This is an optimization exercise on Yosys and OpenROAD, whose aim is small area, not a production implementation. Function was checked by simulation only, so behaviour that the tests miss may differ from the original. Power figures rest on the tool's default switching activity, not on a simulated workload.

## north
// unlocker
module unlocker
(
    input  logic              clk,
    input  logic              arstN,
    input  logic              locker,
    input  logic              btn1,
    input  logic              btn2,
    input  logic              btn3,
    input  logic              btn4,
    input  logic              btn5,
    input  logic              switch1,
    input  logic [3:0]        inputCount,
    input  logic [unlockerPkg::digitW-1:0] userNameInput0,
    input  logic [unlockerPkg::digitW-1:0] userNameInput1,
    input  logic [unlockerPkg::digitW-1:0] userNameInput2,
    input  logic [unlockerPkg::digitW-1:0] userNameInput3,
    input  logic [unlockerPkg::digitW-1:0] passwordInput0,
    input  logic [unlockerPkg::digitW-1:0] passwordInput1,
    input  logic [unlockerPkg::digitW-1:0] passwordInput2,
    input  logic [unlockerPkg::digitW-1:0] passwordInput3,
    input  logic              flagResolve,
    output logic              lock,
    output logic              flag,
    output logic              flagSelect,
    output logic              resetCount
);
clock: 10.0 ns
lec_check: 0
cap_margin: 20
core_margin: 2
core_utilization: 65
gpl_timing_driven: 1
place_density: 0.75
slew_margin: 20
standard.sh (not shown) runs the stock make flow with config.mk's settings and CLKGATE_MAP_FILE= SYNTH_SCRIPT=/design/flow/synth_recipe.tcl, a recipe that flattens the netlist after the stock synthesis.
==> flow/flow/run.sh <==
#!/bin/bash
# The standard layout (standard.sh) with area-oriented settings:
#  - synthesis: synth_recipe.tcl with an area-oriented abc script (flow/synth.tcl, flow/area.abc)
#  - the smallest buffer (buf_1) on every port
#  - CTS with clkbuf_16 on clusters of up to 25 sinks and no dummy loads
set -euo pipefail
here=$(pwd)
export AREA_ABC_SCRIPT=$here/flow/area.abc
bash standard.sh \
  SYNTH_SCRIPT=$here/flow/synth.tcl \
  BUFFER_PORTS_ARGS="-buffer_cell sky130_fd_sc_hd__buf_1" \
  CTS_ARGS="-sink_clustering_enable -repair_clock_nets -sink_clustering_size 30 -sink_clustering_max_diameter 100 -buf_list sky130_fd_sc_hd__clkbuf_16 -dont_use_dummy_load" \
  finish > standard.log 2>&1
==> flow/flow/area.abc <==
strash
&get -n
&dch
&nf -R 1000 -a
&put
==> flow/flow/synth.tcl <==
# synth_recipe.tcl with one change: abc maps with this flow's area script (flow/area.abc).
# Registers are mapped by dfflibmap before abc, so they are the standard synthesis's.
proc synth {args} { yosys synth -nofsm -noshare {*}$args }
proc abc {args} {
  set i [lsearch -exact $args -script]
  if { $i >= 0 } {
    set args [lreplace $args $i [expr { $i + 1 }] -script $::env(AREA_ABC_SCRIPT)]
  }
  yosys abc {*}$args
}
source $::env(SCRIPTS_DIR)/synth.tcl
# left out here: clear keep_hierarchy, flatten, clean up, hide names made inside functions, write 1_2_yosys.v
### north -> south
- swapping 0.75 for 0.9 in PLACE_DENSITY
- swapping 65 for 80 in CORE_UTILIZATION
-- flow/flow/run.sh --
<<< north, line 12
  CTS_ARGS="-sink_clustering_enable -repair_clock_nets -sink_clustering_size 30 -sink_clustering_max_diameter 100 -buf_list sky130_fd_sc_hd__clkbuf_16 -dont_use_dummy_load" \
  finish > standard.log 2>&1
>>> south, line 12
  CTS_ARGS="-sink_clustering_enable -repair_clock_nets -sink_clustering_size 30 -sink_clustering_max_diameter 100 -buf_list sky130_fd_sc_hd__clkbuf_16 -dont_use_dummy_load" \
  RECOVER_POWER=100 \
  POST_GLOBAL_ROUTE_TCL=$here/flow/post_grt.tcl \
  finish > standard.log 2>&1
==> flow/flow/post_grt.tcl (new file) <==
# After ORFS's power recovery (RECOVER_POWER), which downsizes cells on paths with slack
# to spare, repair any max-slew or max-capacitance violation it left, then re-route the
# nets that changed. Done twice.
for {set pass 0} {$pass < 2} {incr pass} {
  global_route -start_incremental
  if { $pass > 0 } {
    repair_timing -recover_power 100 -verbose
  }
  repair_design_helper
  detailed_placement
  global_route -end_incremental -congestion_report_file $::env(REPORTS_DIR)/congestion_post_area_repair_$pass.rpt
  estimate_parasitics -global_routing
}
report_check_types -max_slew -max_capacitance -violators
Notes after the runs:
- Across north and south, none had a timing, DRC or antenna violation.
- north and south ended up with nearly the same internal power of the cells.
- ~same total power in north and south
- Compared south against north; part of the total power dissipated in sequential elements within noise.
- Final wirelength: south > north
- Changes observed in south relative to north: total power divided by cell area shows an increase of 1.7%, overall via count from detail_route shows an increase of about 7%.
Edits applied to the flow inputs when going from south to east:
- swapping 80 for 40 in CORE_UTILIZATION
- swapping 1 for 0 in GPL_TIMING_DRIVEN
- clearing PLACE_DENSITY, which used to be 0.9
-- flow/flow/run.sh --
<<< south, line 11
  BUFFER_PORTS_ARGS="-buffer_cell sky130_fd_sc_hd__buf_1" \
  CTS_ARGS="-sink_clustering_enable -repair_clock_nets -sink_clustering_size 30 -sink_clustering_max_diameter 100 -buf_list sky130_fd_sc_hd__clkbuf_16 -dont_use_dummy_load" \
  RECOVER_POWER=100 \
  POST_GLOBAL_ROUTE_TCL=$here/flow/post_grt.tcl \
  finish > standard.log 2>&1
>>> east, line 11
  BUFFER_PORTS_ARGS="-buffer_cell sky130_fd_sc_hd__buf_1" \
  CTS_ARGS="-sink_clustering_enable -repair_clock_nets -sink_clustering_size 25 -sink_clustering_max_diameter 80 -buf_list sky130_fd_sc_hd__clkbuf_16 -dont_use_dummy_load" \
  finish > standard.log 2>&1
removed: flow/flow/post_grt.tcl
==> comparison <==
- The effective utilization at floorplan reported for east is smaller than that of south by 40 points.
- Comparing east and south, the lower delay of the slowest critical-path stage is on east.
- [east] area added between synthesis and finish rose 4.0 points relative to south
- Against south, east comes in 10 higher on iteration count of the initial detailed-routing pass.
- east against south: post-route clock period utilization held, count of antenna diodes in the layout has increased, via count of the first global-routing pass went down by about 14%.
- east | stages: all done | timing, DRC, antenna: all pass
- What south reported for number of signal-net buffers in the layout has to be multiplied by 1.06 to get the figure for east.
--- input diff east..west ---
- swapping 40 for 65 in CORE_UTILIZATION
- putting PLACE_DENSITY at 0.75 where nothing was set
-- flow/flow/run.sh --
<<< east, line 11
  BUFFER_PORTS_ARGS="-buffer_cell sky130_fd_sc_hd__buf_1" \
  CTS_ARGS="-sink_clustering_enable -repair_clock_nets -sink_clustering_size 25 -sink_clustering_max_diameter 80 -buf_list sky130_fd_sc_hd__clkbuf_16 -dont_use_dummy_load" \
  finish > standard.log 2>&1
>>> west, line 11
  BUFFER_PORTS_ARGS="-buffer_cell sky130_fd_sc_hd__buf_1" \
  CTS_ARGS="-sink_clustering_enable -repair_clock_nets -sink_clustering_size 30 -sink_clustering_max_diameter 100 -buf_list sky130_fd_sc_hd__clkbuf_16 -dont_use_dummy_load" \
  finish > standard.log 2>&1
Results
- Each of the runs, namely west and east, reached the end of the flow and came out clean.
- Against east, total power in west came out better.
- west ends up with lower area growth from synthesis to layout than east does.
- Hold slack improves in west relative to east.
- Going from east to west, detailed-routing wirelength on met1 shrank by more than 10%.
- Going from east to west, via count of the routed design grows by 4.0%.
- Taking east as the reference, in west total of clock buffers placed in the layout decreased by 2 relative to the old numbers, highest achievable clock rate lost about 2.5%, detailed placement HPWL moved down, combinational group share of total power shows no meaningful change, placed cell area now smaller.
- Finished layout cell area for west is lower than for east.
Input-level comparison between middle and west:
- CTS_BUF_LIST now sky130_fd_sc_hd__clkbuf_16, previously not set
- PLACE_DENSITY no longer set, was 0.75
- CTS_CLUSTER_SIZE now 25, previously not set
- GPL_TIMING_DRIVEN no longer set, was 0
- CORE_UTILIZATION now 40, was 65
- CTS_CLUSTER_DIAMETER now 80, previously not set
==> flow/run.sh (new file) <==
#!/bin/bash
# synth_recipe.tcl (not shown) runs the flow's synth.tcl, then flattens the netlist and writes it again
# the make line also repeats each setting of config.mk as NAME=value (left out here)
make -C /OpenROAD-flow-scripts/flow DESIGN_CONFIG=/design/flow/config.mk WORK_HOME=/design/flow/orfs CLKGATE_MAP_FILE= SYNTH_SCRIPT=/design/flow/synth_recipe.tcl finish
removed: flow/flow/run.sh
removed: flow/flow/area.abc
removed: flow/flow/synth.tcl
removed: flow/standard.sh
### Flow results
In middle the relative contribution of the clock network to total power turned out 4.3 points higher than in west. Of the two values seen for standard cell with the maximum stage delay on the critical path, sky130_fd_sc_hd__a31o_1 was produced by middle and sky130_fd_sc_hd__nor4_2 by west. middle against west: first-iteration DRC count now smaller, minimum period implied by the final worst setup slack decreased 1.33 ns, overall routed net length up 7.5%, number of global-route vias before repair went down 502, max-cap violation count about even. west → middle: combinational group share of total power now larger, first-pass GRT wire length rose by 1800 µm. middle consumes more power than west does. Multiplexer share of the synthesized area, middle and west, higher one = middle.


Setup of run A:
unlocker again, from the RTL that the note above started with.
// unlocker
module unlocker
(
    input  logic              clk,
    input  logic              arstN,
    input  logic              locker,
    input  logic              btn1,
    input  logic              btn2,
    input  logic              btn3,
    input  logic              btn4,
    input  logic              btn5,
    input  logic              switch1,
    input  logic [3:0]        inputCount,
    input  logic [unlockerPkg::digitW-1:0] userNameInput0,
    input  logic [unlockerPkg::digitW-1:0] userNameInput1,
    input  logic [unlockerPkg::digitW-1:0] userNameInput2,
    input  logic [unlockerPkg::digitW-1:0] userNameInput3,
    input  logic [unlockerPkg::digitW-1:0] passwordInput0,
    input  logic [unlockerPkg::digitW-1:0] passwordInput1,
    input  logic [unlockerPkg::digitW-1:0] passwordInput2,
    input  logic [unlockerPkg::digitW-1:0] passwordInput3,
    input  logic              flagResolve,
    output logic              lock,
    output logic              flag,
    output logic              flagSelect,
    output logic              resetCount
);
    localparam int D = unlockerPkg::tableDepth;
    localparam int W = unlockerPkg::codeW;
    logic [W-1:0]   nameCode;
    logic [W-1:0]   passwordCode;
    logic [D-1:1]          valid;
    logic [D-1:1][W-1:0]   names;
    logic [D-1:0][W-1:0]   passwords;
    logic [D-1:1]          isUser;      
    logic [1:0]     attempts;
    logic [2:0]     curUser;
    logic [D-1:0]   nameMatch;
    logic           nameHit;
    logic [W-1:0]   hitPassword;
    logic           loginHit;
    logic [2:0]     loginIdx;
    logic [D-1:1]   freeSel;
    logic           full;
    logic           unlocked;
    logic           locked;
    logic           loginTry;
    logic           lockReq;
    logic           go;
    logic           curAdmin;
    logic           curWrite;
    logic           pwWrEn;
    logic           addEn;
    logic           delEn;
    logic [W-1:0]   pwData;
    assign nameCode     = {userNameInput3, userNameInput2, userNameInput1, userNameInput0};
    assign passwordCode = {passwordInput3, passwordInput2, passwordInput1, passwordInput0};
    always_comb
    begin
        nameMatch[0] = (nameCode == unlockerPkg::defaultName);
        for (int i = 1; i < D; i++)
        begin
  ...
clock: 10.0 ns
lec_check: 0
cap_margin: 20
core_margin: 2
core_utilization: 40
gpl_timing_driven: 0
slew_margin: 20
==> flow/flow/run.sh <==
#!/bin/bash
# Standard ORFS layout (the standard.sh, unchanged synthesis) with area-oriented knobs:
# smallest buffer on every port, no CTS dummy loads, power/area recovery after routing repair.
set -euo pipefail
bash standard.sh \
  BUFFER_PORTS_ARGS="-buffer_cell sky130_fd_sc_hd__buf_1" \
  CTS_ARGS="-sink_clustering_enable -repair_clock_nets -sink_clustering_size 25 -sink_clustering_max_diameter 80 -buf_list sky130_fd_sc_hd__clkbuf_16 -dont_use_dummy_load" \
  finish > standard.log 2>&1
For run B, these inputs were changed with respect to run A:
Settings: CORE_UTILIZATION changed from 40 to 65; PLACE_DENSITY newly set to 0.75.
diff --git a/flow/flow/run.sh b/flow/flow/run.sh
--- a/flow/flow/run.sh
+++ b/flow/flow/run.sh
@@ -2,2 +2,4 @@
-# Standard ORFS layout (the standard.sh, unchanged synthesis) with area-oriented knobs:
-# smallest buffer on every port, no CTS dummy loads, power/area recovery after routing repair.
+# The standard layout (standard.sh) with area-oriented settings:
+#  - synthesis: synth_recipe.tcl with an area-oriented abc script (flow/synth.tcl, flow/area.abc)
+#  - the smallest buffer (buf_1) on every port
+#  - CTS with clkbuf_16 on clusters of up to 25 sinks and no dummy loads
@@ -4,0 +7,2 @@
+here=$(pwd)
+export AREA_ABC_SCRIPT=$here/flow/area.abc
@@ -5,0 +10 @@
+  SYNTH_SCRIPT=$here/flow/synth.tcl \
==> flow/flow/area.abc (new file) <==
strash
&get -n
&dch
&nf -R 1000 -a
&put
==> flow/flow/synth.tcl (new file) <==
# synth_recipe.tcl with one change: abc maps with this flow's area script (flow/area.abc).
# Registers are mapped by dfflibmap before abc, so they are the standard synthesis's.
proc synth {args} { yosys synth -nofsm -noshare {*}$args }
proc abc {args} {
  set i [lsearch -exact $args -script]
  if { $i >= 0 } {
    set args [lreplace $args $i [expr { $i + 1 }] -script $::env(AREA_ABC_SCRIPT)]
  }
  yosys abc {*}$args
}
source $::env(SCRIPTS_DIR)/synth.tcl
# left out here: clear keep_hierarchy, flatten, clean up, hide names made inside functions, write 1_2_yosys.v
### Flow results
The final worst-path cycle share in run B was higher than what run A gave. Run B vs. run A: worst hold slack lower, data arrival time of the critical path higher, slack of the critical path lower, area of combinational cells with multiple inputs lower. Via count of the first global-routing pass (run A / run B): 0.935.
--- input diff run B..run C ---
Settings: a deleted PLACE_DENSITY that had been 0.75; a change of CORE_UTILIZATION from 65 to 40.
diff --git a/flow/flow/run.sh b/flow/flow/run.sh
--- a/flow/flow/run.sh
+++ b/flow/flow/run.sh
@@ -12 +12 @@
-  CTS_ARGS="-sink_clustering_enable -repair_clock_nets -sink_clustering_size 25 -sink_clustering_max_diameter 80 -buf_list sky130_fd_sc_hd__clkbuf_16 -dont_use_dummy_load" \
+  CTS_ARGS="-sink_clustering_enable -repair_clock_nets -sink_clustering_size 30 -sink_clustering_max_diameter 100 -buf_list sky130_fd_sc_hd__clkbuf_16 -dont_use_dummy_load" \
Taking run B as the reference, in run C cell area after synthesis level; area of the core picked up an extra about 64%; internal power of the cells lost 2.2%.
Min total power divided by cell area across run C and run B: run C
Delta (run C minus run B): non-clock buffer count increased by 3 relative to the old numbers, cell count increased by 12% relative to the old numbers.
Comparing run C with run B, the worst slack on hold paths came out essentially unchanged.
In the flow results for run C and run B, the wire length is smaller on run B.
--- input diff run C..run D ---
Settings: CAP_MARGIN changed from 20 to 10; PLACE_DENSITY newly set to 0.9; CORE_UTILIZATION changed from 40 to 80; SLEW_MARGIN changed from 20 to 10.
diff --git a/flow/flow/run.sh b/flow/flow/run.sh
--- a/flow/flow/run.sh
+++ b/flow/flow/run.sh
@@ -5 +5,6 @@
-#  - CTS with clkbuf_16 on clusters of up to 25 sinks and no dummy loads
+#  - CTS with clkbuf_16 leaves on clusters of up to 30 sinks, small root and tree buffers,
+#    no dummy loads
+#  - after global routing: ORFS's power recovery (RECOVER_POWER, which downsizes cells with
+#    slack to spare) and a post-route hook (flow/post_grt.tcl) that repairs any max-slew or
+#    max-capacitance violation that leaves
+# Every tool's output goes to standard.log here (ORFS's own per-step logs stay under orfs/logs).
@@ -12 +17,3 @@
-  CTS_ARGS="-sink_clustering_enable -repair_clock_nets -sink_clustering_size 30 -sink_clustering_max_diameter 100 -buf_list sky130_fd_sc_hd__clkbuf_16 -dont_use_dummy_load" \
+  CTS_ARGS="-sink_clustering_enable -repair_clock_nets -sink_clustering_size 30 -sink_clustering_max_diameter 100 -buf_list sky130_fd_sc_hd__clkbuf_16 -root_buf sky130_fd_sc_hd__clkbuf_4 -tree_buf sky130_fd_sc_hd__clkbuf_8 -dont_use_dummy_load" \
+  RECOVER_POWER=100 \
+  POST_GLOBAL_ROUTE_TCL=$here/flow/post_grt.tcl \
==> flow/flow/area.abc <==
strash
&get -n
&b
&dch
&nf -R 1000 -a
&put
==> flow/flow/post_grt.tcl (new file) <==
# After ORFS's power recovery (RECOVER_POWER), which downsizes cells on paths with slack
# to spare, repair any max-slew or max-capacitance violation it left, then re-route the
# nets that changed. Done twice.
for {set pass 0} {$pass < 2} {incr pass} {
  global_route -start_incremental
  if { $pass > 0 } {
    repair_timing -recover_power 100 -verbose
  }
  repair_design_helper
  detailed_placement
  global_route -end_incremental -congestion_report_file $::env(REPORTS_DIR)/congestion_post_area_repair_$pass.rpt
  estimate_parasitics -global_routing
}
report_check_types -max_slew -max_capacitance -violators
## What came out
Run D: flow completed, timing, DRC and antenna clean
Summary — clock distribution area overhead in the final layout, run D relative to run C: lower, by 0.36 points.
Re minimum clock period: run C was lower than run D.
Side by side, height of the die turned out lower in run D than in run C.
Run C -> run D: final cell area excluding filler cells decreased by a few percent
Taking run D over run C, the fmax ratio works out to 0.921.
Run D against run C: worst hold slack across all endpoints now sits lower; number of failing setup endpoints in the final timing report now sits at about the same level.
Setup changes, run D to run E
Settings: swapping 10 for 20 in CAP_MARGIN; swapping 10 for 20 in SLEW_MARGIN; swapping 0 for 1 in GPL_TIMING_DRIVEN.
==> flow/flow/run.sh <==
#!/bin/bash
# The standard layout (standard.sh) with area-oriented settings:
#  - synthesis: synth_recipe.tcl with an area-oriented abc script (flow/synth.tcl, flow/area.abc)
#  - the smallest buffer (buf_1) on every port
#  - CTS with clkbuf_16 on clusters of up to 25 sinks and no dummy loads
set -euo pipefail
here=$(pwd)
export AREA_ABC_SCRIPT=$here/flow/area.abc
bash standard.sh \
  SYNTH_SCRIPT=$here/flow/synth.tcl \
  BUFFER_PORTS_ARGS="-buffer_cell sky130_fd_sc_hd__buf_1" \
  CTS_ARGS="-sink_clustering_enable -repair_clock_nets -sink_clustering_size 30 -sink_clustering_max_diameter 100 -buf_list sky130_fd_sc_hd__clkbuf_16 -dont_use_dummy_load" \
  finish > standard.log 2>&1
==> flow/flow/area.abc <==
strash
&get -n
&dch
&nf -R 1000 -a
&put
removed: flow/flow/post_grt.tcl
--- outcome ---
- Run E completed every stage of the flow, and the final layout passed the timing, design-rule and antenna checks.
- Going from run D to run E, total length of routed met2 wires has increased, overall die area flat, measured slew at the worst slew-check pin fell by 0.20 ns, final period demand of the worst path -1.11 ns.
- Cmp run E and run D / wire length reported by the detailed router / higher: run D
- Of run E and run D, the run reporting the higher non-clock buffer count was run E.
- Compare run E and run D | sequential share of layout area higher: run D
- More vias were needed by run D than by run E.
- Compare run E and run D | internal power consumption lower: run D
#### Input delta (run F over run E)
Settings: CAP_MARGIN changed from 20 to 10; CORE_UTILIZATION changed from 80 to 75; SLEW_MARGIN changed from 20 to 10; PLACE_DENSITY changed from 0.9 to 0.85.
diff --git a/flow/flow/run.sh b/flow/flow/run.sh
--- a/flow/flow/run.sh
+++ b/flow/flow/run.sh
@@ -5 +5,6 @@
-#  - CTS with clkbuf_16 on clusters of up to 25 sinks and no dummy loads
+#  - CTS with clkbuf_16 leaves on clusters of up to 30 sinks, small root and tree buffers,
+#    no dummy loads
+#  - after global routing: ORFS's power recovery (RECOVER_POWER, which downsizes cells with
+#    slack to spare) and a post-route hook (flow/post_grt.tcl) that repairs any max-slew or
+#    max-capacitance violation that leaves
+# Every tool's output goes to standard.log here (ORFS's own per-step logs stay under orfs/logs).
@@ -12 +17,3 @@
-  CTS_ARGS="-sink_clustering_enable -repair_clock_nets -sink_clustering_size 30 -sink_clustering_max_diameter 100 -buf_list sky130_fd_sc_hd__clkbuf_16 -dont_use_dummy_load" \
+  CTS_ARGS="-sink_clustering_enable -repair_clock_nets -sink_clustering_size 30 -sink_clustering_max_diameter 100 -buf_list sky130_fd_sc_hd__clkbuf_16 -root_buf sky130_fd_sc_hd__clkbuf_4 -tree_buf sky130_fd_sc_hd__clkbuf_8 -dont_use_dummy_load" \
+  RECOVER_POWER=100 \
+  POST_GLOBAL_ROUTE_TCL=$here/flow/post_grt.tcl \
==> flow/flow/area.abc <==
strash
&get -n
&b
&dch
&nf -R 1000 -a
&put
==> flow/flow/post_grt.tcl (new file) <==
# After ORFS's power recovery (RECOVER_POWER), which downsizes cells on paths with slack
# to spare, repair any max-slew or max-capacitance violation it left, then re-route the
# nets that changed. Done twice.
for {set pass 0} {$pass < 2} {incr pass} {
  global_route -start_incremental
  if { $pass > 0 } {
    repair_timing -recover_power 100 -verbose
  }
  repair_design_helper
  detailed_placement
  global_route -end_incremental -congestion_report_file $::env(REPORTS_DIR)/congestion_post_area_repair_$pass.rpt
  estimate_parasitics -global_routing
}
report_check_types -max_slew -max_capacitance -violators
Findings:
- Run F: full flow OK, the timing, design-rule and antenna checks passed
- Measured against each other, run E and run F differ in sequential portion of the cell area, the higher figure coming from run F.
- The lower final period demand of the worst path came out of run E.
- Diff run E -> run F | via count of the first global-routing pass | decrease of 575
- Run F against run E: met3 layer wire length in the routed design moved down, fraction of final layout cells with drive strength greater than 1 decreased by 3.0 points relative to the old numbers, reported clock group power saw a decrease, area used by multi-input combinational logic moved down.
- When the final numbers for run E and run F were put side by side, the net switching power turned out to be greater in run E.

## port drivers added, routing unchanged
In the flow no input, the clock included, has a driving cell. The finished layouts below were timed again as built, in two steps.
Step 1, drivers: a clkbuf_16 drives clk and a buf_2 each remaining input, both assumed.
Step 2 also shifts input and output timing later by t, the mid clock arrival at the registers, as if the neighbouring blocks saw the same clock.
Slacks: ideal ports / drivers / drivers and shift; pairs: ideal ports / drivers.
| run | shift t [ns] | slack for setup (ns) | worst hold slack (ns) | worst setup path after step 2 | latest minus earliest clock arrival (ns) |
|---|---|---|---|---|---|
| north | 0.502 | 3.617 / 3.635 / 3.133 | 0.514 / 0.514 / 0.514 | input to register | 0.028 / 0.028 |
| south | 0.512 | 2.683 / 2.705 / 2.193 | 0.520 / 0.520 / 0.520 | input to register | 0.025 / 0.026 |
| east | 0.510 | 2.684 / 2.700 / 2.189 | 0.507 / 0.507 / 0.507 | input to register | 0.035 / 0.035 |
| west | 0.510 | 2.495 / 2.508 / 1.998 | 0.512 / 0.512 / 0.512 | input to register | 0.040 / 0.040 |
| middle | 0.528 | 3.827 / 3.850 / 3.322 | 0.519 / 0.519 / 0.519 | input to register | 0.026 / 0.027 |
| run A | 0.524 | 3.419 / 3.441 / 2.918 | 0.519 / 0.519 / 0.519 | input to register | 0.033 / 0.033 |
| run B | 0.516 | 2.600 / 2.614 / 2.098 | 0.509 / 0.509 / 0.509 | input to register | 0.027 / 0.027 |
| run C | 0.514 | 2.804 / 2.822 / 2.309 | 0.510 / 0.510 / 0.510 | input to register | 0.031 / 0.031 |
| run D | 0.642 | 2.189 / 2.200 / 1.558 | 0.506 / 0.506 / 0.506 | input to register | 0.053 / 0.054 |
| run E | 0.512 | 3.301 / 3.312 / 2.800 | 0.520 / 0.520 / 0.520 | input to register | 0.027 / 0.027 |
| run F | 0.645 | 2.432 / 2.450 / 1.805 | 0.520 / 0.520 / 0.520 | input to register | 0.058 / 0.057 |
After both steps setup and hold are still met in every run listed. The setup slack of run D, which loses most, moves by +0.011 ns with the drivers and by -0.631 ns with both steps.
